Context: an optimization exercise on an open-source flow, tuned for small area and a short achievable clock period. The choices shown serve that exercise and are no tape-out recipe. Where RTL was checked, it was by simulation tests only, not by an equivalence proof against the original. Function not checked in run 2: the RTL went through the layout flow alone. Power figures rest on the tool's default switching activity, not on a simulated workload.

==> flow/design.v (outline; a module is shown in full before it is edited, if it fits) <==
// module csa_fa: 10 lines
// module csa_ha: 9 lines
// module csa_fx: 12 lines
// module csa_x2: 7 lines
// module csa_hn: 9 lines
// module csa_xn: 7 lines
// module filter_tap_loader: 39 lines
// module horizontal_filter: 610 lines
// module row_result_store: 38 lines
// module vertical_filter: 390 lines
// module conv_top: 60 lines
module conv_top (
	input  logic    clk,
	input  logic    rst_n,
	input  logic    filter_valid,
	input  logic    image_valid,
	input  conv_pkg::sample_t in_data,
	output logic    out_valid,
	output conv_pkg::result_t out_data
);
  // ...
==> flow/run.sh <==
#!/bin/bash
# synth_recipe.tcl (not shown) runs the flow's synth.tcl, then flattens the netlist and writes it again
# the make line also repeats each setting of config.mk as NAME=value (left out here)
make -C /OpenROAD-flow-scripts/flow DESIGN_CONFIG=/design/flow/config.mk WORK_HOME=/design/flow/orfs CLKGATE_MAP_FILE= SYNTH_SCRIPT=/design/flow/synth_recipe.tcl finish
==> flow/config.mk <==
export PLATFORM = sky130hd
export DESIGN_NAME = conv_top
export DESIGN_NICKNAME = conv_top
export VERILOG_FILES = /design/flow/design.v
export SDC_FILE = /design/flow/constraint.sdc
export NUM_CORES = 4
export LEC_CHECK = 0
export ABC_CLOCK_PERIOD_IN_PS = 2050
export CAP_MARGIN = 20
export CORE_MARGIN = 2
export CORE_UTILIZATION = 40
export CTS_BUF_LIST = sky130_fd_sc_hd__clkbuf_16
export CTS_CLUSTER_DIAMETER = 150
export CTS_CLUSTER_SIZE = 25
export SETUP_SLACK_MARGIN = 2.45
export SLEW_MARGIN = 20
export SYNTH_HIERARCHICAL = 1
==> flow/constraint.sdc <==
create_clock -name core_clock -period 4.5 [get_ports {clk}]
set_input_delay 0.9000 -clock core_clock [delete_from_list [all_inputs] [get_ports {clk}]]
set_output_delay 0.9000 -clock core_clock [all_outputs]
set_load 0.01 [all_outputs]
==> results.sh, run 1 <==
export IMPL_port_buffers=24
export IMPL_use_met1_pct=18.7
export IMPL_syn_area_per_cell_um2=14.6
export IMPL_hold_buffers=0
export IMPL_drt_iter0_markers=597
export IMPL_max_cap_viol_count=0
export IMPL_switching_share_pct=36.8
export IMPL_cts_path_max_buffers=3
export IMPL_cpPeakStageDelay_ns=0.49
export IMPL_ioPinCount=25
export IMPL_grt_pass1_vias=8764
export IMPL_power_top_group="combinational cells"
export IMPL_reg2reg_from="u_row_result_store.dl[93]"
export IMPL_drive_above_1_share_pct=14.8
export IMPL_routed_wl_um=29800
export IMPL_dr_wl_met3_um=865
export IMPL_core_um2=40700
export IMPL_fin_crit_sh_pct=44.7
export IMPL_signal_buffers=107
export IMPL_largest_class="flip-flops and latches"
export IMPL_critical_path_cell_count=5
export IMPL_die_y_um=207
export IMPL_status="timing/DRC/antenna clean"
export IMPL_fill_cells=3670
export IMPL_cts_sinks=378
export IMPL_cp_num_buf_inv=0
export IMPL_clockRootBuffer="clkbuf_16"
export IMPL_syn_inst=1131
export IMPL_cts_tree="built"
export IMPL_slowest_stage="edfxtp_1"
==> module filter_tap_loader, before the edit <==
module filter_tap_loader (
	input  logic    clk,
	input  logic    filter_valid,
	input  conv_pkg::sample_t in_data,
	output logic [conv_pkg::TAPS-1:0][1:0] bt_one,
	output logic [conv_pkg::TAPS-1:0][1:0] bt_two,
	output logic [conv_pkg::TAPS-1:0][1:0] bt_neg,
	output conv_pkg::sample_t [conv_pkg::TAPS-1:0] col_taps
);
	conv_pkg::sample_t [conv_pkg::TAPS-1:0] sc;
	logic [conv_pkg::TAPS-1:0][5:0] sr;
	logic [5:0] enc;
	always_comb begin
		enc[0] = sc[conv_pkg::TAPS-1][0];
		enc[1] = sc[conv_pkg::TAPS-1][1];
		enc[2] = sc[conv_pkg::TAPS-1][3];
		enc[3] = sc[conv_pkg::TAPS-1][1] & ~sc[conv_pkg::TAPS-1][0];
		enc[4] = sc[conv_pkg::TAPS-1][2] ^ sc[conv_pkg::TAPS-1][1];
		enc[5] = (sc[conv_pkg::TAPS-1][3] & ~sc[conv_pkg::TAPS-1][2] & ~sc[conv_pkg::TAPS-1][1])
		       | (~sc[conv_pkg::TAPS-1][3] & sc[conv_pkg::TAPS-1][2] & sc[conv_pkg::TAPS-1][1]);
	end
	always_ff @(posedge clk) begin
		if (filter_valid) begin
			sc <= {sc[conv_pkg::TAPS-2:0], in_data};
			sr <= {sr[conv_pkg::TAPS-2:0], enc};
		end
	end
	always_comb begin
		for (int k = 0; k < conv_pkg::TAPS; k++) begin
			col_taps[k]  = sc[conv_pkg::TAPS-1-k];
			bt_one[k][0] = sr[conv_pkg::TAPS-1-k][0];
			bt_neg[k][0] = sr[conv_pkg::TAPS-1-k][1];
			bt_neg[k][1] = sr[conv_pkg::TAPS-1-k][2];
			bt_two[k][0] = sr[conv_pkg::TAPS-1-k][3];
			bt_one[k][1] = sr[conv_pkg::TAPS-1-k][4];
			bt_two[k][1] = sr[conv_pkg::TAPS-1-k][5];
		end
	end
endmodule
==> module vertical_filter, before the edit <==
module vertical_filter (
	input  logic     clk,
	input  conv_pkg::sample_t [conv_pkg::TAPS-1:0] col_pix,
	input  conv_pkg::sample_t [conv_pkg::TAPS-1:0] col_pix_d,
	input  conv_pkg::sample_t [conv_pkg::TAPS-1:0] col_taps,
	output conv_pkg::col_sum_t cs
);
	logic ct_n0;
	logic ct_n1;
	logic ct_n2;
	logic ct_n3;
	logic ct_n4;
	logic ct_n5;
	logic ct_n6;
	logic ct_n7;
	logic ct_n8;
	logic ct_n9;
	logic ct_n10;
	logic ct_n11;
	logic ct_n12;
	logic ct_n13;
	logic ct_n14;
	logic ct_n15;
	logic ct_n16;
	logic ct_n17;
	logic ct_n18;
	logic ct_n19;
	logic ct_n20;
	logic ct_n21;
	logic ct_n22;
	logic ct_n23;
	logic ct_n24;
	logic ct_n25;
	logic ct_n26;
	logic ct_n27;
	logic ct_n28;
	logic ct_n29;
	logic ct_n30;
	logic ct_n31;
	logic ct_n32;
	logic ct_n33;
	logic ct_n34;
	logic ct_n35;
	logic ct_n36;
	logic ct_n37;
	logic ct_n38;
	logic ct_n39;
	logic ct_n40;
	logic ct_n41;
	logic ct_n42;
	logic ct_n43;
	logic ct_n44;
	logic ct_n45;
	logic ct_n46;
	logic ct_n47;
	logic ct_n48;
	logic ct_n49;
	logic ct_n50;
	logic ct_n51;
	logic ct_n52;
	logic ct_n53;
	logic ct_n54;
	logic ct_n55;
	logic ct_n56;
	logic ct_n57;
	logic ct_n58;
	logic ct_n59;
	logic ct_n60;
	logic ct_n61;
	logic ct_n62;
	logic ct_n63;
	logic ct_n64;
	logic ct_n65;
	logic ct_n66;
	logic ct_n67;
	logic ct_n68;
	logic ct_n69;
	logic ct_n70;
	logic ct_n71;
	logic ct_n72;
	logic ct_n73;
	logic ct_n74;
	logic ct_n75;
	logic ct_n76;
	logic ct_n77;
	logic ct_n78;
	logic ct_n79;
	logic ct_n80;
	logic ct_n81;
	logic ct_n82;
	logic ct_n83;
	logic ct_n84;
	logic ct_n85;
	logic ct_n86;
	logic ct_n87;
	logic ct_n88;
	logic ct_n89;
	logic ct_n90;
	logic ct_n91;
	logic ct_n92;
	logic ct_n93;
	logic ct_n94;
	logic ct_n95;
	logic ct_n96;
	logic ct_n97;
	logic ct_n98;
	logic ct_n99;
	logic ct_n100;
	logic ct_n101;
	logic ct_n102;
	logic ct_n103;
	logic ct_n104;
	logic ct_n105;
	logic ct_n106;
	logic ct_n107;
	logic ct_n108;
	logic ct_n109;
	logic ct_n110;
	logic ct_n111;
	logic ct_n112;
	logic ct_n113;
	logic ct_n114;
	logic ct_n115;
	logic ct_n116;
	logic ct_n117;
	logic ct_n118;
	logic ct_n119;
	logic ct_n120;
	logic ct_n121;
	logic ct_n122;
	logic ct_n123;
	logic ct_n124;
	logic ct_n125;
	logic ct_n126;
	logic ct_n127;
	logic ct_n128;
	logic ct_n129;
	logic ct_n130;
	logic ct_n131;
	logic ct_n132;
	logic ct_n133;
	logic ct_n134;
	logic ct_n135;
	logic ct_n136;
	logic ct_n137;
	logic ct_n138;
	logic ct_n139;
	logic ct_n140;
	logic ct_n141;
	logic ct_n142;
	logic ct_n143;
	logic ct_n144;
	logic ct_n145;
	logic ct_n146;
	logic ct_n147;
	logic ct_n148;
	logic ct_n149;
	logic ct_n150;
	logic ct_n151;
	logic ct_n152;
	logic ct_n153;
	logic ct_n154;
	logic ct_n155;
	logic ct_n156;
	logic ct_n157;
	logic ct_n158;
	logic ct_n159;
	logic ct_n160;
	logic ct_n161;
	logic ct_n162;
	logic ct_n163;
	logic ct_n164;
	logic ct_n165;
	logic ct_n166;
	logic ct_n167;
	logic ct_n168;
	logic ct_n169;
	logic ct_n170;
	logic ct_n171;
	logic ct_n172;
	logic ct_n173;
	logic ct_n174;
	logic ct_n175;
	logic ct_n176;
	logic ct_n177;
	logic ct_n178;
	logic ct_n179;
	logic ct_n180;
	logic ct_n181;
	logic ct_n182;
	logic ct_n183;
	logic ct_n184;
	logic ct_n185;
	logic ct_n186;
	logic ct_n187;
	logic ct_n188;
	logic ct_n189;
	logic ct_n190;
	logic ct_n191;
	logic ct_n192;
	logic ct_n193;
	logic ct_n194;
	logic ct_n195;
	logic ct_n196;
	logic ct_n197;
	logic ct_n198;
	logic ct_n199;
	logic ct_n200;
	logic ct_n201;
	logic ct_n202;
	logic ct_n203;
	logic ct_n204;
	logic ct_n205;
	logic ct_n206;
	logic ct_n207;
	logic ct_n208;
	logic ct_n209;
	logic ct_n210;
	logic ct_n211;
	logic ct_n212;
	logic ct_n213;
	logic ct_n214;
	logic ct_n215;
	logic ct_n216;
	logic ct_n217;
	logic [9:0] ct_cpa;
	logic [27:0] ct_s0;
	logic [18:0] ct_s1;
	logic [9:0] ct_sum;
	assign ct_n0 = ~(col_pix[0][0] & col_taps[0][0]);
	assign ct_n1 = ~(col_pix[0][0] & col_taps[0][1]);
	assign ct_n2 = ~(col_pix[0][0] & col_taps[0][2]);
	assign ct_n3 = ~(col_pix[0][1] & col_taps[0][0]);
	assign ct_n4 = ~(col_pix[0][1] & col_taps[0][1]);
	assign ct_n5 = ~(col_pix[0][1] & col_taps[0][2]);
	assign ct_n6 = ~(col_pix[0][2] & col_taps[0][0]);
	assign ct_n7 = ~(col_pix[0][2] & col_taps[0][1]);
	assign ct_n8 = ~(col_pix[0][2] & col_taps[0][2]);
	assign ct_n9 = ~(col_pix[0][3] & col_taps[0][3]);
	assign ct_n10 = col_pix[0][0] & col_taps[0][3];
	assign ct_n11 = col_pix[0][1] & col_taps[0][3];
	assign ct_n12 = col_pix[0][2] & col_taps[0][3];
	assign ct_n13 = col_pix[0][3] & col_taps[0][0];
	assign ct_n14 = col_pix[0][3] & col_taps[0][1];
	assign ct_n15 = col_pix[0][3] & col_taps[0][2];
	assign ct_n16 = ~(col_pix[1][0] & col_taps[1][0]);
	assign ct_n17 = ~(col_pix[1][0] & col_taps[1][1]);
	assign ct_n18 = ~(col_pix[1][0] & col_taps[1][2]);
	assign ct_n19 = ~(col_pix[1][1] & col_taps[1][0]);
	assign ct_n20 = ~(col_pix[1][1] & col_taps[1][1]);
	assign ct_n21 = ~(col_pix[1][1] & col_taps[1][2]);
	assign ct_n22 = ~(col_pix[1][2] & col_taps[1][0]);
	assign ct_n23 = ~(col_pix[1][2] & col_taps[1][1]);
	assign ct_n24 = ~(col_pix[1][2] & col_taps[1][2]);
	assign ct_n25 = ~(col_pix[1][3] & col_taps[1][3]);
	assign ct_n26 = col_pix[1][0] & col_taps[1][3];
	assign ct_n27 = col_pix[1][1] & col_taps[1][3];
	assign ct_n28 = col_pix[1][2] & col_taps[1][3];
	assign ct_n29 = col_pix[1][3] & col_taps[1][0];
	assign ct_n30 = col_pix[1][3] & col_taps[1][1];
	assign ct_n31 = col_pix[1][3] & col_taps[1][2];
	assign ct_n32 = ~(col_pix[2][0] & col_taps[2][0]);
	assign ct_n33 = ~(col_pix[2][0] & col_taps[2][1]);
	assign ct_n34 = ~(col_pix[2][0] & col_taps[2][2]);
	assign ct_n35 = ~(col_pix[2][1] & col_taps[2][0]);
	assign ct_n36 = ~(col_pix[2][1] & col_taps[2][1]);
	assign ct_n37 = ~(col_pix[2][1] & col_taps[2][2]);
	assign ct_n38 = ~(col_pix[2][2] & col_taps[2][0]);
	assign ct_n39 = ~(col_pix[2][2] & col_taps[2][1]);
	assign ct_n40 = ~(col_pix[2][2] & col_taps[2][2]);
	assign ct_n41 = ~(col_pix[2][3] & col_taps[2][3]);
	assign ct_n42 = col_pix[2][0] & col_taps[2][3];
	assign ct_n43 = col_pix[2][1] & col_taps[2][3];
	assign ct_n44 = col_pix[2][2] & col_taps[2][3];
	assign ct_n45 = col_pix[2][3] & col_taps[2][0];
	assign ct_n46 = col_pix[2][3] & col_taps[2][1];
	assign ct_n47 = col_pix[2][3] & col_taps[2][2];
	assign ct_n48 = ~(col_pix[3][0] & col_taps[3][0]);
	assign ct_n49 = ~(col_pix[3][0] & col_taps[3][1]);
	assign ct_n50 = ~(col_pix[3][0] & col_taps[3][2]);
	assign ct_n51 = ~(col_pix[3][1] & col_taps[3][0]);
	assign ct_n52 = ~(col_pix[3][1] & col_taps[3][1]);
	assign ct_n53 = ~(col_pix[3][1] & col_taps[3][2]);
	assign ct_n54 = ~(col_pix[3][2] & col_taps[3][0]);
	assign ct_n55 = ~(col_pix[3][2] & col_taps[3][1]);
	assign ct_n56 = ~(col_pix[3][2] & col_taps[3][2]);
	assign ct_n57 = ~(col_pix[3][3] & col_taps[3][3]);
	assign ct_n58 = col_pix[3][0] & col_taps[3][3];
	assign ct_n59 = col_pix[3][1] & col_taps[3][3];
	assign ct_n60 = col_pix[3][2] & col_taps[3][3];
	assign ct_n61 = col_pix[3][3] & col_taps[3][0];
	assign ct_n62 = col_pix[3][3] & col_taps[3][1];
	assign ct_n63 = col_pix[3][3] & col_taps[3][2];
	csa_fa u_ct_0 (.a(ct_n0), .b(ct_n16), .c(ct_n32), .s(ct_n64), .co(ct_n65));
	csa_fa u_ct_1 (.a(ct_n1), .b(ct_n3), .c(ct_n17), .s(ct_n66), .co(ct_n67));
	csa_fa u_ct_2 (.a(ct_n19), .b(ct_n33), .c(ct_n35), .s(ct_n68), .co(ct_n69));
	csa_fa u_ct_3 (.a(ct_n49), .b(ct_n51), .c(ct_n65), .s(ct_n70), .co(ct_n71));
	csa_fx u_ct_4 (.a(ct_n66), .b(ct_n68), .c(ct_n70), .s(ct_n72), .co(ct_n73));
	csa_fa u_ct_5 (.a(ct_n2), .b(ct_n4), .c(ct_n6), .s(ct_n74), .co(ct_n75));
	csa_fa u_ct_6 (.a(ct_n18), .b(ct_n20), .c(ct_n22), .s(ct_n76), .co(ct_n77));
	csa_fa u_ct_7 (.a(ct_n34), .b(ct_n36), .c(ct_n38), .s(ct_n78), .co(ct_n79));
	csa_fa u_ct_8 (.a(ct_n50), .b(ct_n52), .c(ct_n54), .s(ct_n80), .co(ct_n81));
	csa_fa u_ct_9 (.a(ct_n67), .b(ct_n69), .c(ct_n74), .s(ct_n82), .co(ct_n83));
	csa_fa u_ct_10 (.a(ct_n76), .b(ct_n78), .c(ct_n80), .s(ct_n84), .co(ct_n85));
	csa_fa u_ct_11 (.a(ct_n5), .b(ct_n7), .c(ct_n21), .s(ct_n86), .co(ct_n87));
	csa_fa u_ct_12 (.a(ct_n23), .b(ct_n37), .c(ct_n39), .s(ct_n88), .co(ct_n89));
	csa_fa u_ct_13 (.a(ct_n53), .b(ct_n55), .c(ct_n10), .s(ct_n90), .co(ct_n91));
	csa_fa u_ct_14 (.a(ct_n13), .b(ct_n26), .c(ct_n29), .s(ct_n92), .co(ct_n93));
	csa_fa u_ct_15 (.a(ct_n42), .b(ct_n45), .c(ct_n58), .s(ct_n94), .co(ct_n95));
	csa_fa u_ct_16 (.a(ct_n61), .b(ct_n75), .c(ct_n77), .s(ct_n96), .co(ct_n97));
	csa_fa u_ct_17 (.a(ct_n79), .b(ct_n81), .c(ct_n86), .s(ct_n98), .co(ct_n99));
	csa_fa u_ct_18 (.a(ct_n88), .b(ct_n90), .c(ct_n92), .s(ct_n100), .co(ct_n101));
	csa_fx u_ct_19 (.a(ct_n94), .b(ct_n83), .c(ct_n96), .s(ct_n102), .co(ct_n103));
	csa_ha u_ct_20 (.a(ct_n8), .b(ct_n24), .s(ct_n104), .co(ct_n105));
	csa_fa u_ct_21 (.a(ct_n40), .b(ct_n56), .c(ct_n11), .s(ct_n106), .co(ct_n107));
	csa_fa u_ct_22 (.a(ct_n14), .b(ct_n27), .c(ct_n30), .s(ct_n108), .co(ct_n109));
	csa_fa u_ct_23 (.a(ct_n43), .b(ct_n46), .c(ct_n59), .s(ct_n110), .co(ct_n111));
	csa_fa u_ct_24 (.a(ct_n62), .b(ct_n104), .c(ct_n87), .s(ct_n112), .co(ct_n113));
	csa_fa u_ct_25 (.a(ct_n89), .b(ct_n91), .c(ct_n93), .s(ct_n114), .co(ct_n115));
	csa_fa u_ct_26 (.a(ct_n95), .b(ct_n106), .c(ct_n108), .s(ct_n116), .co(ct_n117));
	csa_fx u_ct_27 (.a(ct_n110), .b(ct_n97), .c(ct_n112), .s(ct_n118), .co(ct_n119));
	csa_fa u_ct_28 (.a(ct_n12), .b(ct_n15), .c(ct_n28), .s(ct_n120), .co(ct_n121));
	csa_fa u_ct_29 (.a(ct_n31), .b(ct_n44), .c(ct_n47), .s(ct_n122), .co(ct_n123));
	csa_fa u_ct_30 (.a(ct_n60), .b(ct_n63), .c(ct_n105), .s(ct_n124), .co(ct_n125));
	csa_fa u_ct_31 (.a(ct_n107), .b(ct_n109), .c(ct_n111), .s(ct_n126), .co(ct_n127));
	csa_fa u_ct_32 (.a(ct_n120), .b(ct_n122), .c(ct_n124), .s(ct_n128), .co(ct_n129));
	csa_fx u_ct_33 (.a(ct_n113), .b(ct_n115), .c(ct_n117), .s(ct_n130), .co(ct_n131));
	csa_ha u_ct_34 (.a(ct_n9), .b(ct_n25), .s(ct_n132), .co(ct_n133));
	csa_fa u_ct_35 (.a(ct_n41), .b(ct_n57), .c(ct_n132), .s(ct_n134), .co(ct_n135));
	csa_fa u_ct_36 (.a(ct_n121), .b(ct_n123), .c(ct_n125), .s(ct_n136), .co(ct_n137));
	csa_fx u_ct_37 (.a(ct_n134), .b(ct_n127), .c(ct_n136), .s(ct_n138), .co(ct_n139));
	csa_ha u_ct_38 (.a(ct_n133), .b(ct_n135), .s(ct_n140), .co(ct_n141));
	assign ct_n142 = ~(col_pix_d[4][0] & col_taps[4][0]);
	assign ct_n143 = ~(col_pix_d[4][0] & col_taps[4][1]);
	assign ct_n144 = ~(col_pix_d[4][0] & col_taps[4][2]);
	assign ct_n145 = ~(col_pix_d[4][1] & col_taps[4][0]);
	assign ct_n146 = ~(col_pix_d[4][1] & col_taps[4][1]);
	assign ct_n147 = ~(col_pix_d[4][1] & col_taps[4][2]);
	assign ct_n148 = ~(col_pix_d[4][2] & col_taps[4][0]);
	assign ct_n149 = ~(col_pix_d[4][2] & col_taps[4][1]);
	assign ct_n150 = ~(col_pix_d[4][2] & col_taps[4][2]);
	assign ct_n151 = ~(col_pix_d[4][3] & col_taps[4][3]);
	assign ct_n152 = col_pix_d[4][0] & col_taps[4][3];
	assign ct_n153 = col_pix_d[4][1] & col_taps[4][3];
	assign ct_n154 = col_pix_d[4][2] & col_taps[4][3];
	assign ct_n155 = col_pix_d[4][3] & col_taps[4][0];
	assign ct_n156 = col_pix_d[4][3] & col_taps[4][1];
	assign ct_n157 = col_pix_d[4][3] & col_taps[4][2];
	csa_fa u_ct_39 (.a(ct_s0[0]), .b(ct_s0[1]), .c(ct_n142), .s(ct_n158), .co(ct_n159));
	csa_fa u_ct_40 (.a(ct_s0[2]), .b(ct_n143), .c(ct_n145), .s(ct_n160), .co(ct_n161));
	csa_fa u_ct_41 (.a(ct_s0[3]), .b(ct_s0[4]), .c(ct_s0[5]), .s(ct_n162), .co(ct_n163));
	csa_fa u_ct_42 (.a(ct_s0[6]), .b(ct_n144), .c(ct_n146), .s(ct_n164), .co(ct_n165));
	csa_fa u_ct_43 (.a(ct_n148), .b(ct_n162), .c(ct_n161), .s(ct_n166), .co(ct_n167));
	csa_fa u_ct_44 (.a(ct_s0[7]), .b(ct_s0[8]), .c(ct_s0[9]), .s(ct_n168), .co(ct_n169));
	csa_fa u_ct_45 (.a(ct_s0[10]), .b(ct_n147), .c(ct_n149), .s(ct_n170), .co(ct_n171));
	csa_fa u_ct_46 (.a(ct_n152), .b(ct_n155), .c(ct_n163), .s(ct_n172), .co(ct_n173));
	csa_fa u_ct_47 (.a(ct_n168), .b(ct_n165), .c(ct_n170), .s(ct_n174), .co(ct_n175));
	csa_fx u_ct_48 (.a(ct_n172), .b(ct_n167), .c(ct_n174), .s(ct_n176), .co(ct_n177));
	csa_fa u_ct_49 (.a(ct_s0[11]), .b(ct_s0[12]), .c(ct_s0[13]), .s(ct_n178), .co(ct_n179));
	csa_fa u_ct_50 (.a(ct_s0[14]), .b(ct_s0[15]), .c(ct_s0[16]), .s(ct_n180), .co(ct_n181));
	csa_fa u_ct_51 (.a(ct_n150), .b(ct_n153), .c(ct_n156), .s(ct_n182), .co(ct_n183));
	csa_fa u_ct_52 (.a(ct_n169), .b(ct_n178), .c(ct_n180), .s(ct_n184), .co(ct_n185));
	csa_fa u_ct_53 (.a(ct_n171), .b(ct_n182), .c(ct_n173), .s(ct_n186), .co(ct_n187));
	csa_fx u_ct_54 (.a(ct_n184), .b(ct_n175), .c(ct_n186), .s(ct_n188), .co(ct_n189));
	csa_fa u_ct_55 (.a(ct_s0[17]), .b(ct_s0[18]), .c(ct_s0[19]), .s(ct_n190), .co(ct_n191));
	csa_fa u_ct_56 (.a(ct_s0[20]), .b(ct_n154), .c(ct_n157), .s(ct_n192), .co(ct_n193));
	csa_fa u_ct_57 (.a(ct_n179), .b(ct_n181), .c(ct_n190), .s(ct_n194), .co(ct_n195));
	csa_fa u_ct_58 (.a(ct_n183), .b(ct_n192), .c(ct_n185), .s(ct_n196), .co(ct_n197));
	csa_fa u_ct_59 (.a(ct_s0[21]), .b(ct_s0[22]), .c(ct_s0[23]), .s(ct_n198), .co(ct_n199));
	csa_fa u_ct_60 (.a(ct_n151), .b(ct_n191), .c(ct_n198), .s(ct_n200), .co(ct_n201));
	csa_fa u_ct_61 (.a(ct_n193), .b(ct_n195), .c(ct_n200), .s(ct_n202), .co(ct_n203));
	csa_fa u_ct_62 (.a(ct_s0[24]), .b(ct_s0[25]), .c(ct_s0[26]), .s(ct_n204), .co(ct_n205));
	csa_fa u_ct_63 (.a(ct_n199), .b(ct_n204), .c(ct_n201), .s(ct_n206), .co(ct_n207));
	csa_ha u_ct_64 (.a(ct_s0[27]), .b(ct_n205), .s(ct_n208), .co(ct_n209));
	csa_fx u_ct_65 (.a(ct_s1[8]), .b(ct_s1[9]), .c(ct_s1[10]), .s(ct_n210), .co(ct_n211));
	csa_hn u_ct_66 (.a(ct_s1[12]), .b(ct_s1[13]), .s(ct_n212), .co(ct_n213));
	csa_hn u_ct_67 (.a(ct_s1[14]), .b(ct_s1[15]), .s(ct_n214), .co(ct_n215));
	csa_hn u_ct_68 (.a(ct_s1[16]), .b(ct_s1[17]), .s(ct_n216), .co(ct_n217));
	assign ct_cpa = {ct_s1[18], ct_n215, ct_n213, ct_n211, ct_s1[11], ct_s1[6], ct_s1[5], ct_s1[3], ct_s1[1], ct_s1[0]} + {ct_n217, ct_n216, ct_n214, ct_n212, ct_n210, ct_s1[7], 1'b1, ct_s1[4], ct_s1[2], 1'b1} + 10'd1;
	assign ct_sum = ~ct_cpa;
	always_ff @(posedge clk) begin
		ct_s0 <= {ct_n141, ct_n139, ct_n140, ct_n137, ct_n138, ct_n131, ct_n129, ct_n130, ct_n119, ct_n128, ct_n126, ct_n103, ct_n118, ct_n116, ct_n101, ct_n114, ct_n99, ct_n102, ct_n100, ct_n98, ct_n85, ct_n73, ct_n84, ct_n82, ct_n71, ct_n72, ct_n64, ct_n48};
	end
	always_ff @(posedge clk) begin
		ct_s1 <= {ct_n209, ct_n208, ct_n207, ct_n206, ct_n203, ct_n202, ct_n197, ct_n189, ct_n196, ct_n187, ct_n194, ct_n188, ct_n177, ct_n176, ct_n166, ct_n164, ct_n160, ct_n159, ct_n158};
	end
	always_ff @(posedge clk) begin
		cs <= ct_sum;
	end
endmodule
==> run 2, diff against run 1 <==
--- a/flow/design.v
+++ b/flow/design.v
@@ -78,5 +78,5 @@
 		enc[0] = sc[conv_pkg::TAPS-1][0];
 		enc[1] = sc[conv_pkg::TAPS-1][1];
-		enc[2] = sc[conv_pkg::TAPS-1][3];
+		enc[2] = sc[conv_pkg::TAPS-1][3] & ~(sc[conv_pkg::TAPS-1][2] & sc[conv_pkg::TAPS-1][1]);
 		enc[3] = sc[conv_pkg::TAPS-1][1] & ~sc[conv_pkg::TAPS-1][0];
 		enc[4] = sc[conv_pkg::TAPS-1][2] ^ sc[conv_pkg::TAPS-1][1];
@@ -573,5 +573,5 @@
 	csa_ha u_rt_29 (.a(rt_n21), .b(rt_n47), .s(rt_n136), .co(rt_n137));
 	csa_fa u_rt_30 (.a(rt_n73), .b(rt_n11), .c(rt_n37), .s(rt_n138), .co(rt_n139));
-	csa_fa u_rt_31 (.a(rt_n63), .b(rt_n136), .c(rt_n131), .s(rt_n140), .co(rt_n141));
+	csa_fx u_rt_31 (.a(rt_n63), .b(rt_n136), .c(rt_n131), .s(rt_n140), .co(rt_n141));
 	csa_ha u_rt_32 (.a(rt_n22), .b(rt_n48), .s(rt_n142), .co(rt_n143));
 	csa_fa u_rt_33 (.a(rt_n74), .b(rt_n137), .c(rt_n142), .s(rt_n144), .co(rt_n145));
@@ -611,5 +611,5 @@
 	csa_fa u_rt_41 (.a(rt_s0[6]), .b(rt_s0[7]), .c(rt_s0[8]), .s(rt_n186), .co(rt_n187));
 	csa_fa u_rt_42 (.a(rt_s0[9]), .b(rt_n181), .c(rt_n186), .s(rt_n188), .co(rt_n189));
-	csa_fa u_rt_43 (.a(rt_n153), .b(rt_n164), .c(rt_n183), .s(rt_n190), .co(rt_n191));
+	csa_fa u_rt_43 (.a(rt_n153), .b(rt_n164), .c(rt_n188), .s(rt_n190), .co(rt_n191));
 	csa_fa u_rt_44 (.a(rt_s0[10]), .b(rt_s0[11]), .c(rt_s0[12]), .s(rt_n192), .co(rt_n193));
 	csa_fa u_rt_45 (.a(rt_n187), .b(rt_n192), .c(rt_n154), .s(rt_n194), .co(rt_n195));
@@ -632,9 +632,9 @@
 	csa_fa u_rt_62 (.a(rt_s0[28]), .b(rt_s0[29]), .c(rt_s0[30]), .s(rt_n228), .co(rt_n229));
 	csa_fa u_rt_63 (.a(rt_s0[31]), .b(rt_n223), .c(rt_n228), .s(rt_n230), .co(rt_n231));
-	csa_fa u_rt_64 (.a(rt_n171), .b(rt_n161), .c(rt_n225), .s(rt_n232), .co(rt_n233));
+	csa_fa u_rt_64 (.a(rt_n171), .b(rt_n161), .c(rt_n230), .s(rt_n232), .co(rt_n233));
 	csa_fa u_rt_65 (.a(rt_s0[32]), .b(rt_s0[33]), .c(rt_s0[34]), .s(rt_n234), .co(rt_n235));
 	csa_fa u_rt_66 (.a(rt_n229), .b(rt_n234), .c(rt_n172), .s(rt_n236), .co(rt_n237));
 	csa_fa u_rt_67 (.a(rt_s0[35]), .b(rt_s0[36]), .c(rt_n235), .s(rt_n238), .co(rt_n239));
-	csa_fa u_rt_68 (.a(rt_n174), .b(rt_n238), .c(rt_n237), .s(rt_n240), .co(rt_n241));
+	csa_fx u_rt_68 (.a(rt_n174), .b(rt_n238), .c(rt_n237), .s(rt_n240), .co(rt_n241));
 	csa_fa u_rt_69 (.a(rt_s0[37]), .b(rt_s0[38]), .c(rt_n239), .s(rt_n242), .co(rt_n243));
 	assign rt_n244 = ~(((bt_one[4][0] & win[4][0]) | (bt_two[4][0] & 1'b0)) ^ bt_neg[4][0]);
@@ -687,5 +687,5 @@
 	csa_fa u_rt_91 (.a(rt_n307), .b(rt_n310), .c(rt_n266), .s(rt_n312), .co(rt_n313));
 	csa_fa u_rt_92 (.a(rt_s1[25]), .b(rt_n311), .c(rt_n268), .s(rt_n314), .co(rt_n315));
-	csa_fa u_rt_93 (.a(rt_s1[26]), .b(rt_s1[27]), .c(rt_n315), .s(rt_n316), .co(rt_n317));
+	csa_fx u_rt_93 (.a(rt_s1[26]), .b(rt_s1[27]), .c(rt_n315), .s(rt_n316), .co(rt_n317));
 	csa_hn u_rt_94 (.a(rt_s2[4]), .b(rt_s2[5]), .s(rt_n318), .co(rt_n319));
 	csa_hn u_rt_95 (.a(rt_s2[7]), .b(rt_s2[8]), .s(rt_n320), .co(rt_n321));
@@ -701,8 +701,8 @@
 	assign rt_sum = ~rt_cpa;
 	always_ff @(posedge clk) begin
-		rt_s0 <= {rt_n149, rt_n147, rt_n148, rt_n145, rt_n144, rt_n141, rt_n139, rt_n140, rt_n135, rt_n138, rt_n133, rt_n134, rt_n129, rt_n132, rt_n128, rt_n123, rt_n126, rt_n122, rt_n117, rt_n120, rt_n116, rt_n111, rt_n114, rt_n110, rt_n105, rt_n108, rt_n104, rt_n99, rt_n102, rt_n98, rt_n93, rt_n96, rt_n94, rt_n92, rt_n85, rt_n90, rt_n84, rt_n80, rt_n78};
+		rt_s0 <= {rt_n149, rt_n147, rt_n148, rt_n145, rt_n144, rt_n141, rt_n139, rt_n135, rt_n140, rt_n138, rt_n133, rt_n134, rt_n129, rt_n132, rt_n128, rt_n123, rt_n126, rt_n122, rt_n117, rt_n120, rt_n116, rt_n111, rt_n114, rt_n110, rt_n105, rt_n108, rt_n104, rt_n99, rt_n102, rt_n98, rt_n93, rt_n96, rt_n94, rt_n92, rt_n85, rt_n90, rt_n84, rt_n80, rt_n78};
 	end
 	always_ff @(posedge clk) begin
-		rt_s1 <= {rt_n243, rt_n242, rt_n241, rt_n240, rt_n233, rt_n236, rt_n231, rt_n232, rt_n227, rt_n230, rt_n226, rt_n221, rt_n220, rt_n215, rt_n214, rt_n209, rt_n208, rt_n203, rt_n202, rt_n197, rt_n196, rt_n191, rt_n190, rt_n185, rt_n188, rt_n184, rt_n178, rt_n176, rt_n150};
+		rt_s1 <= {rt_n243, rt_n242, rt_n241, rt_n240, rt_n233, rt_n236, rt_n231, rt_n232, rt_n227, rt_n225, rt_n226, rt_n221, rt_n220, rt_n215, rt_n214, rt_n209, rt_n208, rt_n203, rt_n202, rt_n197, rt_n196, rt_n191, rt_n190, rt_n185, rt_n183, rt_n184, rt_n178, rt_n176, rt_n150};
 	end
 	always_ff @(posedge clk) begin
@@ -979,6 +979,6 @@
 	logic ct_n217;
 	logic [9:0] ct_cpa;
-	logic [27:0] ct_s0;
-	logic [18:0] ct_s1;
+	logic [29:0] ct_s0;
+	logic [19:0] ct_s1;
 	logic [9:0] ct_sum;
 	assign ct_n0 = ~(col_pix[0][0] & col_taps[0][0]);
@@ -1030,112 +1030,112 @@
 	assign ct_n46 = col_pix[2][3] & col_taps[2][1];
 	assign ct_n47 = col_pix[2][3] & col_taps[2][2];
-	assign ct_n48 = ~(col_pix[3][0] & col_taps[3][0]);
-	assign ct_n49 = ~(col_pix[3][0] & col_taps[3][1]);
-	assign ct_n50 = ~(col_pix[3][0] & col_taps[3][2]);
-	assign ct_n51 = ~(col_pix[3][1] & col_taps[3][0]);
-	assign ct_n52 = ~(col_pix[3][1] & col_taps[3][1]);
-	assign ct_n53 = ~(col_pix[3][1] & col_taps[3][2]);
-	assign ct_n54 = ~(col_pix[3][2] & col_taps[3][0]);
-	assign ct_n55 = ~(col_pix[3][2] & col_taps[3][1]);
-	assign ct_n56 = ~(col_pix[3][2] & col_taps[3][2]);
-	assign ct_n57 = ~(col_pix[3][3] & col_taps[3][3]);
-	assign ct_n58 = col_pix[3][0] & col_taps[3][3];
-	assign ct_n59 = col_pix[3][1] & col_taps[3][3];
-	assign ct_n60 = col_pix[3][2] & col_taps[3][3];
-	assign ct_n61 = col_pix[3][3] & col_taps[3][0];
-	assign ct_n62 = col_pix[3][3] & col_taps[3][1];
-	assign ct_n63 = col_pix[3][3] & col_taps[3][2];
-	csa_fa u_ct_0 (.a(ct_n0), .b(ct_n16), .c(ct_n32), .s(ct_n64), .co(ct_n65));
-	csa_fa u_ct_1 (.a(ct_n1), .b(ct_n3), .c(ct_n17), .s(ct_n66), .co(ct_n67));
-	csa_fa u_ct_2 (.a(ct_n19), .b(ct_n33), .c(ct_n35), .s(ct_n68), .co(ct_n69));
-	csa_fa u_ct_3 (.a(ct_n49), .b(ct_n51), .c(ct_n65), .s(ct_n70), .co(ct_n71));
+	assign ct_n48 = ~(col_pix[4][0] & col_taps[4][0]);
+	assign ct_n49 = ~(col_pix[4][0] & col_taps[4][1]);
+	assign ct_n50 = ~(col_pix[4][0] & col_taps[4][2]);
+	assign ct_n51 = ~(col_pix[4][1] & col_taps[4][0]);
+	assign ct_n52 = ~(col_pix[4][1] & col_taps[4][1]);
+	assign ct_n53 = ~(col_pix[4][1] & col_taps[4][2]);
+	assign ct_n54 = ~(col_pix[4][2] & col_taps[4][0]);
+	assign ct_n55 = ~(col_pix[4][2] & col_taps[4][1]);
+	assign ct_n56 = ~(col_pix[4][2] & col_taps[4][2]);
+	assign ct_n57 = ~(col_pix[4][3] & col_taps[4][3]);
+	assign ct_n58 = col_pix[4][0] & col_taps[4][3];
+	assign ct_n59 = col_pix[4][1] & col_taps[4][3];
+	assign ct_n60 = col_pix[4][2] & col_taps[4][3];
+	assign ct_n61 = col_pix[4][3] & col_taps[4][0];
+	assign ct_n62 = col_pix[4][3] & col_taps[4][1];
+	assign ct_n63 = col_pix[4][3] & col_taps[4][2];
+	csa_fa u_ct_0 (.a(ct_n48), .b(ct_n0), .c(ct_n16), .s(ct_n64), .co(ct_n65));
+	csa_fa u_ct_1 (.a(ct_n49), .b(ct_n51), .c(ct_n1), .s(ct_n66), .co(ct_n67));
+	csa_fa u_ct_2 (.a(ct_n3), .b(ct_n17), .c(ct_n19), .s(ct_n68), .co(ct_n69));
+	csa_fa u_ct_3 (.a(ct_n33), .b(ct_n35), .c(ct_n65), .s(ct_n70), .co(ct_n71));
 	csa_fx u_ct_4 (.a(ct_n66), .b(ct_n68), .c(ct_n70), .s(ct_n72), .co(ct_n73));
-	csa_fa u_ct_5 (.a(ct_n2), .b(ct_n4), .c(ct_n6), .s(ct_n74), .co(ct_n75));
-	csa_fa u_ct_6 (.a(ct_n18), .b(ct_n20), .c(ct_n22), .s(ct_n76), .co(ct_n77));
-	csa_fa u_ct_7 (.a(ct_n34), .b(ct_n36), .c(ct_n38), .s(ct_n78), .co(ct_n79));
-	csa_fa u_ct_8 (.a(ct_n50), .b(ct_n52), .c(ct_n54), .s(ct_n80), .co(ct_n81));
+	csa_fa u_ct_5 (.a(ct_n50), .b(ct_n52), .c(ct_n54), .s(ct_n74), .co(ct_n75));
+	csa_fa u_ct_6 (.a(ct_n2), .b(ct_n4), .c(ct_n6), .s(ct_n76), .co(ct_n77));
+	csa_fa u_ct_7 (.a(ct_n18), .b(ct_n20), .c(ct_n22), .s(ct_n78), .co(ct_n79));
+	csa_fa u_ct_8 (.a(ct_n34), .b(ct_n36), .c(ct_n38), .s(ct_n80), .co(ct_n81));
 	csa_fa u_ct_9 (.a(ct_n67), .b(ct_n69), .c(ct_n74), .s(ct_n82), .co(ct_n83));
 	csa_fa u_ct_10 (.a(ct_n76), .b(ct_n78), .c(ct_n80), .s(ct_n84), .co(ct_n85));
-	csa_fa u_ct_11 (.a(ct_n5), .b(ct_n7), .c(ct_n21), .s(ct_n86), .co(ct_n87));
-	csa_fa u_ct_12 (.a(ct_n23), .b(ct_n37), .c(ct_n39), .s(ct_n88), .co(ct_n89));
-	csa_fa u_ct_13 (.a(ct_n53), .b(ct_n55), .c(ct_n10), .s(ct_n90), .co(ct_n91));
-	csa_fa u_ct_14 (.a(ct_n13), .b(ct_n26), .c(ct_n29), .s(ct_n92), .co(ct_n93));
-	csa_fa u_ct_15 (.a(ct_n42), .b(ct_n45), .c(ct_n58), .s(ct_n94), .co(ct_n95));
-	csa_fa u_ct_16 (.a(ct_n61), .b(ct_n75), .c(ct_n77), .s(ct_n96), .co(ct_n97));
+	csa_fa u_ct_11 (.a(ct_n53), .b(ct_n55), .c(ct_n5), .s(ct_n86), .co(ct_n87));
+	csa_fa u_ct_12 (.a(ct_n7), .b(ct_n21), .c(ct_n23), .s(ct_n88), .co(ct_n89));
+	csa_fa u_ct_13 (.a(ct_n37), .b(ct_n39), .c(ct_n58), .s(ct_n90), .co(ct_n91));
+	csa_fa u_ct_14 (.a(ct_n61), .b(ct_n10), .c(ct_n13), .s(ct_n92), .co(ct_n93));
+	csa_fa u_ct_15 (.a(ct_n26), .b(ct_n29), .c(ct_n42), .s(ct_n94), .co(ct_n95));
+	csa_fa u_ct_16 (.a(ct_n45), .b(ct_n75), .c(ct_n77), .s(ct_n96), .co(ct_n97));
 	csa_fa u_ct_17 (.a(ct_n79), .b(ct_n81), .c(ct_n86), .s(ct_n98), .co(ct_n99));
 	csa_fa u_ct_18 (.a(ct_n88), .b(ct_n90), .c(ct_n92), .s(ct_n100), .co(ct_n101));
 	csa_fx u_ct_19 (.a(ct_n94), .b(ct_n83), .c(ct_n96), .s(ct_n102), .co(ct_n103));
-	csa_ha u_ct_20 (.a(ct_n8), .b(ct_n24), .s(ct_n104), .co(ct_n105));
-	csa_fa u_ct_21 (.a(ct_n40), .b(ct_n56), .c(ct_n11), .s(ct_n106), .co(ct_n107));
-	csa_fa u_ct_22 (.a(ct_n14), .b(ct_n27), .c(ct_n30), .s(ct_n108), .co(ct_n109));
-	csa_fa u_ct_23 (.a(ct_n43), .b(ct_n46), .c(ct_n59), .s(ct_n110), .co(ct_n111));
-	csa_fa u_ct_24 (.a(ct_n62), .b(ct_n104), .c(ct_n87), .s(ct_n112), .co(ct_n113));
+	csa_ha u_ct_20 (.a(ct_n56), .b(ct_n8), .s(ct_n104), .co(ct_n105));
+	csa_fa u_ct_21 (.a(ct_n24), .b(ct_n40), .c(ct_n59), .s(ct_n106), .co(ct_n107));
+	csa_fa u_ct_22 (.a(ct_n62), .b(ct_n11), .c(ct_n14), .s(ct_n108), .co(ct_n109));
+	csa_fa u_ct_23 (.a(ct_n27), .b(ct_n30), .c(ct_n43), .s(ct_n110), .co(ct_n111));
+	csa_fa u_ct_24 (.a(ct_n46), .b(ct_n104), .c(ct_n87), .s(ct_n112), .co(ct_n113));
 	csa_fa u_ct_25 (.a(ct_n89), .b(ct_n91), .c(ct_n93), .s(ct_n114), .co(ct_n115));
 	csa_fa u_ct_26 (.a(ct_n95), .b(ct_n106), .c(ct_n108), .s(ct_n116), .co(ct_n117));
 	csa_fx u_ct_27 (.a(ct_n110), .b(ct_n97), .c(ct_n112), .s(ct_n118), .co(ct_n119));
-	csa_fa u_ct_28 (.a(ct_n12), .b(ct_n15), .c(ct_n28), .s(ct_n120), .co(ct_n121));
-	csa_fa u_ct_29 (.a(ct_n31), .b(ct_n44), .c(ct_n47), .s(ct_n122), .co(ct_n123));
-	csa_fa u_ct_30 (.a(ct_n60), .b(ct_n63), .c(ct_n105), .s(ct_n124), .co(ct_n125));
+	csa_fa u_ct_28 (.a(ct_n60), .b(ct_n63), .c(ct_n12), .s(ct_n120), .co(ct_n121));
+	csa_fa u_ct_29 (.a(ct_n15), .b(ct_n28), .c(ct_n31), .s(ct_n122), .co(ct_n123));
+	csa_fa u_ct_30 (.a(ct_n44), .b(ct_n47), .c(ct_n105), .s(ct_n124), .co(ct_n125));
 	csa_fa u_ct_31 (.a(ct_n107), .b(ct_n109), .c(ct_n111), .s(ct_n126), .co(ct_n127));
 	csa_fa u_ct_32 (.a(ct_n120), .b(ct_n122), .c(ct_n124), .s(ct_n128), .co(ct_n129));
-	csa_fx u_ct_33 (.a(ct_n113), .b(ct_n115), .c(ct_n117), .s(ct_n130), .co(ct_n131));
-	csa_ha u_ct_34 (.a(ct_n9), .b(ct_n25), .s(ct_n132), .co(ct_n133));
-	csa_fa u_ct_35 (.a(ct_n41), .b(ct_n57), .c(ct_n132), .s(ct_n134), .co(ct_n135));
-	csa_fa u_ct_36 (.a(ct_n121), .b(ct_n123), .c(ct_n125), .s(ct_n136), .co(ct_n137));
-	csa_fx u_ct_37 (.a(ct_n134), .b(ct_n127), .c(ct_n136), .s(ct_n138), .co(ct_n139));
-	csa_ha u_ct_38 (.a(ct_n133), .b(ct_n135), .s(ct_n140), .co(ct_n141));
-	assign ct_n142 = ~(col_pix_d[4][0] & col_taps[4][0]);
-	assign ct_n143 = ~(col_pix_d[4][0] & col_taps[4][1]);
-	assign ct_n144 = ~(col_pix_d[4][0] & col_taps[4][2]);
-	assign ct_n145 = ~(col_pix_d[4][1] & col_taps[4][0]);
-	assign ct_n146 = ~(col_pix_d[4][1] & col_taps[4][1]);
-	assign ct_n147 = ~(col_pix_d[4][1] & col_taps[4][2]);
-	assign ct_n148 = ~(col_pix_d[4][2] & col_taps[4][0]);
-	assign ct_n149 = ~(col_pix_d[4][2] & col_taps[4][1]);
-	assign ct_n150 = ~(col_pix_d[4][2] & col_taps[4][2]);
-	assign ct_n151 = ~(col_pix_d[4][3] & col_taps[4][3]);
-	assign ct_n152 = col_pix_d[4][0] & col_taps[4][3];
-	assign ct_n153 = col_pix_d[4][1] & col_taps[4][3];
-	assign ct_n154 = col_pix_d[4][2] & col_taps[4][3];
-	assign ct_n155 = col_pix_d[4][3] & col_taps[4][0];
-	assign ct_n156 = col_pix_d[4][3] & col_taps[4][1];
-	assign ct_n157 = col_pix_d[4][3] & col_taps[4][2];
-	csa_fa u_ct_39 (.a(ct_s0[0]), .b(ct_s0[1]), .c(ct_n142), .s(ct_n158), .co(ct_n159));
-	csa_fa u_ct_40 (.a(ct_s0[2]), .b(ct_n143), .c(ct_n145), .s(ct_n160), .co(ct_n161));
-	csa_fa u_ct_41 (.a(ct_s0[3]), .b(ct_s0[4]), .c(ct_s0[5]), .s(ct_n162), .co(ct_n163));
-	csa_fa u_ct_42 (.a(ct_s0[6]), .b(ct_n144), .c(ct_n146), .s(ct_n164), .co(ct_n165));
-	csa_fa u_ct_43 (.a(ct_n148), .b(ct_n162), .c(ct_n161), .s(ct_n166), .co(ct_n167));
-	csa_fa u_ct_44 (.a(ct_s0[7]), .b(ct_s0[8]), .c(ct_s0[9]), .s(ct_n168), .co(ct_n169));
-	csa_fa u_ct_45 (.a(ct_s0[10]), .b(ct_n147), .c(ct_n149), .s(ct_n170), .co(ct_n171));
-	csa_fa u_ct_46 (.a(ct_n152), .b(ct_n155), .c(ct_n163), .s(ct_n172), .co(ct_n173));
-	csa_fa u_ct_47 (.a(ct_n168), .b(ct_n165), .c(ct_n170), .s(ct_n174), .co(ct_n175));
-	csa_fx u_ct_48 (.a(ct_n172), .b(ct_n167), .c(ct_n174), .s(ct_n176), .co(ct_n177));
-	csa_fa u_ct_49 (.a(ct_s0[11]), .b(ct_s0[12]), .c(ct_s0[13]), .s(ct_n178), .co(ct_n179));
-	csa_fa u_ct_50 (.a(ct_s0[14]), .b(ct_s0[15]), .c(ct_s0[16]), .s(ct_n180), .co(ct_n181));
-	csa_fa u_ct_51 (.a(ct_n150), .b(ct_n153), .c(ct_n156), .s(ct_n182), .co(ct_n183));
-	csa_fa u_ct_52 (.a(ct_n169), .b(ct_n178), .c(ct_n180), .s(ct_n184), .co(ct_n185));
-	csa_fa u_ct_53 (.a(ct_n171), .b(ct_n182), .c(ct_n173), .s(ct_n186), .co(ct_n187));
-	csa_fx u_ct_54 (.a(ct_n184), .b(ct_n175), .c(ct_n186), .s(ct_n188), .co(ct_n189));
-	csa_fa u_ct_55 (.a(ct_s0[17]), .b(ct_s0[18]), .c(ct_s0[19]), .s(ct_n190), .co(ct_n191));
-	csa_fa u_ct_56 (.a(ct_s0[20]), .b(ct_n154), .c(ct_n157), .s(ct_n192), .co(ct_n193));
-	csa_fa u_ct_57 (.a(ct_n179), .b(ct_n181), .c(ct_n190), .s(ct_n194), .co(ct_n195));
-	csa_fa u_ct_58 (.a(ct_n183), .b(ct_n192), .c(ct_n185), .s(ct_n196), .co(ct_n197));
-	csa_fa u_ct_59 (.a(ct_s0[21]), .b(ct_s0[22]), .c(ct_s0[23]), .s(ct_n198), .co(ct_n199));
-	csa_fa u_ct_60 (.a(ct_n151), .b(ct_n191), .c(ct_n198), .s(ct_n200), .co(ct_n201));
-	csa_fa u_ct_61 (.a(ct_n193), .b(ct_n195), .c(ct_n200), .s(ct_n202), .co(ct_n203));
-	csa_fa u_ct_62 (.a(ct_s0[24]), .b(ct_s0[25]), .c(ct_s0[26]), .s(ct_n204), .co(ct_n205));
-	csa_fa u_ct_63 (.a(ct_n199), .b(ct_n204), .c(ct_n201), .s(ct_n206), .co(ct_n207));
-	csa_ha u_ct_64 (.a(ct_s0[27]), .b(ct_n205), .s(ct_n208), .co(ct_n209));
-	csa_fx u_ct_65 (.a(ct_s1[8]), .b(ct_s1[9]), .c(ct_s1[10]), .s(ct_n210), .co(ct_n211));
-	csa_hn u_ct_66 (.a(ct_s1[12]), .b(ct_s1[13]), .s(ct_n212), .co(ct_n213));
-	csa_hn u_ct_67 (.a(ct_s1[14]), .b(ct_s1[15]), .s(ct_n214), .co(ct_n215));
-	csa_hn u_ct_68 (.a(ct_s1[16]), .b(ct_s1[17]), .s(ct_n216), .co(ct_n217));
-	assign ct_cpa = {ct_s1[18], ct_n215, ct_n213, ct_n211, ct_s1[11], ct_s1[6], ct_s1[5], ct_s1[3], ct_s1[1], ct_s1[0]} + {ct_n217, ct_n216, ct_n214, ct_n212, ct_n210, ct_s1[7], 1'b1, ct_s1[4], ct_s1[2], 1'b1} + 10'd1;
+	csa_ha u_ct_33 (.a(ct_n57), .b(ct_n9), .s(ct_n130), .co(ct_n131));
+	csa_fa u_ct_34 (.a(ct_n25), .b(ct_n41), .c(ct_n130), .s(ct_n132), .co(ct_n133));
+	csa_fa u_ct_35 (.a(ct_n121), .b(ct_n123), .c(ct_n125), .s(ct_n134), .co(ct_n135));
+	csa_ha u_ct_36 (.a(ct_n131), .b(ct_n133), .s(ct_n136), .co(ct_n137));
+	assign ct_n138 = ~(col_pix_d[3][0] & col_taps[3][0]);
+	assign ct_n139 = ~(col_pix_d[3][0] & col_taps[3][1]);
+	assign ct_n140 = ~(col_pix_d[3][0] & col_taps[3][2]);
+	assign ct_n141 = ~(col_pix_d[3][1] & col_taps[3][0]);
+	assign ct_n142 = ~(col_pix_d[3][1] & col_taps[3][1]);
+	assign ct_n143 = ~(col_pix_d[3][1] & col_taps[3][2]);
+	assign ct_n144 = ~(col_pix_d[3][2] & col_taps[3][0]);
+	assign ct_n145 = ~(col_pix_d[3][2] & col_taps[3][1]);
+	assign ct_n146 = ~(col_pix_d[3][2] & col_taps[3][2]);
+	assign ct_n147 = ~(col_pix_d[3][3] & col_taps[3][3]);
+	assign ct_n148 = col_pix_d[3][0] & col_taps[3][3];
+	assign ct_n149 = col_pix_d[3][1] & col_taps[3][3];
+	assign ct_n150 = col_pix_d[3][2] & col_taps[3][3];
+	assign ct_n151 = col_pix_d[3][3] & col_taps[3][0];
+	assign ct_n152 = col_pix_d[3][3] & col_taps[3][1];
+	assign ct_n153 = col_pix_d[3][3] & col_taps[3][2];
+	csa_fa u_ct_37 (.a(ct_s0[0]), .b(ct_s0[1]), .c(ct_n138), .s(ct_n154), .co(ct_n155));
+	csa_fa u_ct_38 (.a(ct_s0[2]), .b(ct_n139), .c(ct_n141), .s(ct_n156), .co(ct_n157));
+	csa_fa u_ct_39 (.a(ct_s0[3]), .b(ct_s0[4]), .c(ct_s0[5]), .s(ct_n158), .co(ct_n159));
+	csa_fa u_ct_40 (.a(ct_s0[6]), .b(ct_n140), .c(ct_n142), .s(ct_n160), .co(ct_n161));
+	csa_fa u_ct_41 (.a(ct_n144), .b(ct_n158), .c(ct_n157), .s(ct_n162), .co(ct_n163));
+	csa_fa u_ct_42 (.a(ct_s0[7]), .b(ct_s0[8]), .c(ct_s0[9]), .s(ct_n164), .co(ct_n165));
+	csa_fa u_ct_43 (.a(ct_s0[10]), .b(ct_n143), .c(ct_n145), .s(ct_n166), .co(ct_n167));
+	csa_fa u_ct_44 (.a(ct_n159), .b(ct_n148), .c(ct_n151), .s(ct_n168), .co(ct_n169));
+	csa_fa u_ct_45 (.a(ct_n164), .b(ct_n161), .c(ct_n166), .s(ct_n170), .co(ct_n171));
+	csa_fx u_ct_46 (.a(ct_n168), .b(ct_n163), .c(ct_n170), .s(ct_n172), .co(ct_n173));
+	csa_fa u_ct_47 (.a(ct_s0[11]), .b(ct_s0[12]), .c(ct_s0[13]), .s(ct_n174), .co(ct_n175));
+	csa_fa u_ct_48 (.a(ct_s0[14]), .b(ct_s0[15]), .c(ct_s0[16]), .s(ct_n176), .co(ct_n177));
+	csa_fa u_ct_49 (.a(ct_n146), .b(ct_n165), .c(ct_n149), .s(ct_n178), .co(ct_n179));
+	csa_fa u_ct_50 (.a(ct_n152), .b(ct_n174), .c(ct_n176), .s(ct_n180), .co(ct_n181));
+	csa_fa u_ct_51 (.a(ct_n167), .b(ct_n169), .c(ct_n178), .s(ct_n182), .co(ct_n183));
+	csa_fa u_ct_52 (.a(ct_s0[17]), .b(ct_s0[18]), .c(ct_s0[19]), .s(ct_n184), .co(ct_n185));
+	csa_fa u_ct_53 (.a(ct_s0[20]), .b(ct_s0[21]), .c(ct_s0[22]), .s(ct_n186), .co(ct_n187));
+	csa_fa u_ct_54 (.a(ct_n175), .b(ct_n177), .c(ct_n150), .s(ct_n188), .co(ct_n189));
+	csa_fa u_ct_55 (.a(ct_n153), .b(ct_n184), .c(ct_n186), .s(ct_n190), .co(ct_n191));
+	csa_fa u_ct_56 (.a(ct_n179), .b(ct_n181), .c(ct_n188), .s(ct_n192), .co(ct_n193));
+	csa_fa u_ct_57 (.a(ct_s0[23]), .b(ct_s0[24]), .c(ct_s0[25]), .s(ct_n194), .co(ct_n195));
+	csa_fa u_ct_58 (.a(ct_s0[26]), .b(ct_n147), .c(ct_n185), .s(ct_n196), .co(ct_n197));
+	csa_fa u_ct_59 (.a(ct_n187), .b(ct_n194), .c(ct_n189), .s(ct_n198), .co(ct_n199));
+	csa_fx u_ct_60 (.a(ct_n196), .b(ct_n191), .c(ct_n193), .s(ct_n200), .co(ct_n201));
+	csa_fa u_ct_61 (.a(ct_s0[27]), .b(ct_s0[28]), .c(ct_n195), .s(ct_n202), .co(ct_n203));
+	csa_fx u_ct_62 (.a(ct_n197), .b(ct_n202), .c(ct_n199), .s(ct_n204), .co(ct_n205));
+	csa_ha u_ct_63 (.a(ct_s0[29]), .b(ct_n203), .s(ct_n206), .co(ct_n207));
+	csa_fx u_ct_64 (.a(ct_s1[6]), .b(ct_s1[7]), .c(ct_s1[8]), .s(ct_n208), .co(ct_n209));
+	csa_fx u_ct_65 (.a(ct_s1[10]), .b(ct_s1[11]), .c(ct_s1[12]), .s(ct_n210), .co(ct_n211));
+	csa_hn u_ct_66 (.a(ct_s1[13]), .b(ct_s1[14]), .s(ct_n212), .co(ct_n213));
+	csa_hn u_ct_67 (.a(ct_s1[15]), .b(ct_s1[16]), .s(ct_n214), .co(ct_n215));
+	csa_hn u_ct_68 (.a(ct_s1[17]), .b(ct_s1[18]), .s(ct_n216), .co(ct_n217));
+	assign ct_cpa = {ct_s1[19], ct_n215, ct_n213, ct_n211, ct_n209, ct_s1[9], ct_s1[5], ct_s1[3], ct_s1[1], ct_s1[0]} + {ct_n217, ct_n216, ct_n214, ct_n212, ct_n210, ct_n208, 1'b1, ct_s1[4], ct_s1[2], 1'b1} + 10'd1;
 	assign ct_sum = ~ct_cpa;
 	always_ff @(posedge clk) begin
-		ct_s0 <= {ct_n141, ct_n139, ct_n140, ct_n137, ct_n138, ct_n131, ct_n129, ct_n130, ct_n119, ct_n128, ct_n126, ct_n103, ct_n118, ct_n116, ct_n101, ct_n114, ct_n99, ct_n102, ct_n100, ct_n98, ct_n85, ct_n73, ct_n84, ct_n82, ct_n71, ct_n72, ct_n64, ct_n48};
+		ct_s0 <= {ct_n137, ct_n136, ct_n135, ct_n134, ct_n129, ct_n127, ct_n132, ct_n128, ct_n119, ct_n126, ct_n117, ct_n115, ct_n113, ct_n103, ct_n118, ct_n116, ct_n114, ct_n101, ct_n99, ct_n102, ct_n100, ct_n98, ct_n85, ct_n73, ct_n84, ct_n82, ct_n71, ct_n72, ct_n64, ct_n32};
 	end
 	always_ff @(posedge clk) begin
-		ct_s1 <= {ct_n209, ct_n208, ct_n207, ct_n206, ct_n203, ct_n202, ct_n197, ct_n189, ct_n196, ct_n187, ct_n194, ct_n188, ct_n177, ct_n176, ct_n166, ct_n164, ct_n160, ct_n159, ct_n158};
+		ct_s1 <= {ct_n207, ct_n206, ct_n205, ct_n204, ct_n201, ct_n200, ct_n198, ct_n192, ct_n183, ct_n190, ct_n173, ct_n182, ct_n171, ct_n180, ct_n172, ct_n162, ct_n160, ct_n156, ct_n155, ct_n154};
 	end
 	always_ff @(posedge clk) begin
--- a/flow/config.mk
+++ b/flow/config.mk
@@ -13,5 +13,5 @@
 export CTS_CLUSTER_DIAMETER = 150
 export CTS_CLUSTER_SIZE = 25
-export SETUP_SLACK_MARGIN = 2.45
+export SETUP_SLACK_MARGIN = 2.55
 export SLEW_MARGIN = 20
 export SYNTH_HIERARCHICAL = 1
==> results.sh, run 2 <==
export IMPL_status="timing/DRC/antenna clean"
export IMPL_rows=74
export IMPL_cp_required_ns=3.60
export IMPL_grt_usage_pct=14.5
export IMPL_rr_endpoint="u_horizontal_filter.rt_s1[6]"
export IMPL_numCtsBuffers=19
export IMPL_syn_cell_area_um2=16600
export IMPL_top_regs="u_row_result_store.dl (128), u_horizontal_filter.rt_s0 (39)"
export IMPL_maxSlewHeadroom_pct=41.6
export IMPL_fin_tns_setup_ns=0
export IMPL_clock_latency_ns=0.54
export IMPL_rsz0062_at_grt="yes"
export IMPL_crit_end="out_valid"
export IMPL_critical_path_cell_count=1
export IMPL_yosys_warnings=12
export IMPL_ioPinCount=25
export IMPL_top_register="u_row_result_store.dl"
export IMPL_clock_skew_ns=0.0238
export IMPL_crit_chain="buf_2"
export IMPL_place_gp_congestion=0.809
export IMPL_drt_iter0_markers=610
export IMPL_clockRootBuffer="clkbuf_16"
export IMPL_critPathKind="register to output port"
export IMPL_synth_nets=1298
export IMPL_reg2reg_from="u_horizontal_filter.rt_s0[6]"
export IMPL_h_tree_depth=1
export IMPL_routed_wl_um=31600
export IMPL_first_pass_iters=5
export IMPL_via_per_inst=4.94
export IMPL_min_path_type="register to register"
export IMPL_final_core_util_pct=46.1
export IMPL_final_cell_mix="edfxtp_1, dfxtp_1, xnor2_1, a22oi_1, buf_4"
export IMPL_dieArea_um2=43100
export IMPL_start_kind="register"
export IMPL_hold_viol_final=0
export IMPL_crit_path_max_fanout=1
export IMPL_wl_per_cell_um=17.9
export IMPL_grt_remaining_overflow=0
export IMPL_max_cap_viol_count=0
export IMPL_die_y_um=208
export IMPL_grt_pass1_vias=8997
export IMPL_largest_reg_flops=128
export IMPL_area_growth_pct=13.8
export IMPL_dp_hpwl_um=20900
export IMPL_setup_viol=0
export IMPL_drive_above_1_share_pct=22.6
export IMPL_final_common_cell="edfxtp_1"
export IMPL_cts_tree="built"
export IMPL_port_buffers=24
export IMPL_startpoint="res_pipe[4]"
export IMPL_slowest_stage="dfrtp_1"
export IMPL_hold_buffers=0
export IMPL_leakage_nw=7.02
export IMPL_die_x_um=208
export IMPL_grt_pass1_wl_um=49700
export IMPL_drv_slew=0
export IMPL_grt_max_degree=67
export IMPL_start_util_pct=40.5
export IMPL_worst_pin_slew_ns=0.875
export IMPL_fin_crit_ns=1.96
export IMPL_reg2reg_depth=3
export IMPL_nets=1378
export IMPL_cts_path_max_buffers=3
export IMPL_path_delay_family="flip-flops"
export IMPL_cpPeakStageDelay_ns=0.39
export IMPL_n_antenna_cell=0
export IMPL_cp_num_buf_inv=1
export IMPL_syn_area_per_cell_um2=14.5
export IMPL_max_freq_mhz=511
export IMPL_cellPowerDensity_nw_per_um2=789
export IMPL_antenna_found_initial=0
export IMPL_reg2reg_setup_slack_ns=2.56
export IMPL_remaining_drc_errors=0
export IMPL_endpoint_kind="output port"
export IMPL_final_antenna_net_count=0
export IMPL_fin_crit_sh_pct=43.5
export IMPL_hold_ws_ns=0.337
export IMPL_vias=8713
export IMPL_cp_arrival_ns=1.06
export IMPL_cts_sinks=381
export IMPL_cts_clk_slew_worst_paths_ns=0.09
export IMPL_vdd_drop_max_mv=0.371
export IMPL_syn_inst=1140
export IMPL_core_um2=40900
-- run 2: per-layer routing --
metal	part of all wire (%)	GRT usage, %	up-vias
li1	-	-	4058
met1	45	19.5	4476
met2	50	24.9	139
met3	3.5	2.31	40
met4	1.8	2.89	0
met5	0	0	-
-- run 2: layout make-up --
type / instances / area (µm²)
timing repair buffer: 122 / 945
fill: 3627 / 22100
tap: 532 / 666
clock inverter: 14 / 73.8
clock buffer: 19 / 475
inverter: 19 / 101
sequential: 381 / 9490
multi-input combinational: 677 / 7120
-- run 2: worst min path at each step --
stage          depth (start not counted)  slack [ns]                           from                       endpoint
2_1_floorplan                          0        0.31  u_horizontal_filter.rt_s1[28]  u_horizontal_filter.rt_s2[27]
3_3_place_gp                           0        0.31  u_horizontal_filter.rt_s1[28]  u_horizontal_filter.rt_s2[27]
3_5_place_dp                           0        0.32  u_horizontal_filter.rt_s1[28]  u_horizontal_filter.rt_s2[27]
4_1_cts                                0        0.34  u_horizontal_filter.rt_s1[28]  u_horizontal_filter.rt_s2[27]
5_1_grt                                0        0.35  u_horizontal_filter.rt_s1[28]  u_horizontal_filter.rt_s2[27]
6_report                               0        0.34  u_horizontal_filter.rt_s1[28]  u_horizontal_filter.rt_s2[27]
-- run 2: timing repair --
action | in CTS | in global routing
endpoints found under the setup margin | 94 | 66
setup buffers | 46 | 48
pin swaps | 3 | 37
gates resized for setup | 114 | 79
-- run 2: through the flow --
step           std cells  instance area (µm²)  total power, mW  worst slack [ns]
2_1_floorplan       1140                16700             10.8              2.15
5_1_grt             1764                18900             16.1              2.48
3_3_place_gp        1637                17300             12.4              1.46
4_1_cts             1716                18200             14.5              2.49
6_report            1764                18900             14.9              2.54
3_5_place_dp        1637                17300             12.6              1.41
-- run 2: report_power, final --
part | switching, mW | internal [mW] | total [mW]
Clock | 1.09 | 0.792 | 1.88
Combinational | 3.61 | 3.73 | 7.34
Sequential | 0.848 | 4.82 | 5.67
Total | 5.54 | 9.35 | 14.9

static timing again, ports no longer ideal:
The flow's constraints put no driver on any port. The routed layouts listed below were extracted and timed again, unchanged, in two steps. Step 1 sets driving cells, clkbuf_16 on the clock port and buf_2 on the other inputs (assumed; they add their load-dependent delay and slew). Step 2 also shifts input and output timing later by t, the mid clock arrival at the registers, as if the neighbouring blocks saw the same clock. Slacks: ideal ports / drivers / drivers and shift; pairs: ideal ports / drivers.
run | t, ns | setup slack, ns | worst setup path after step 2 | worst data-port slew with drivers (ns)
run 1 | 0.579 | 2.487 / 2.441 / 2.110 | input to register | 0.04
run 2 | 0.585 | 2.542 / 2.488 / 2.007 | input to register | 0.03
After both steps every run listed still meets setup and hold. The setup slack of run 2, which loses most, moves by -0.054 ns with the drivers and by -0.535 ns with both steps.
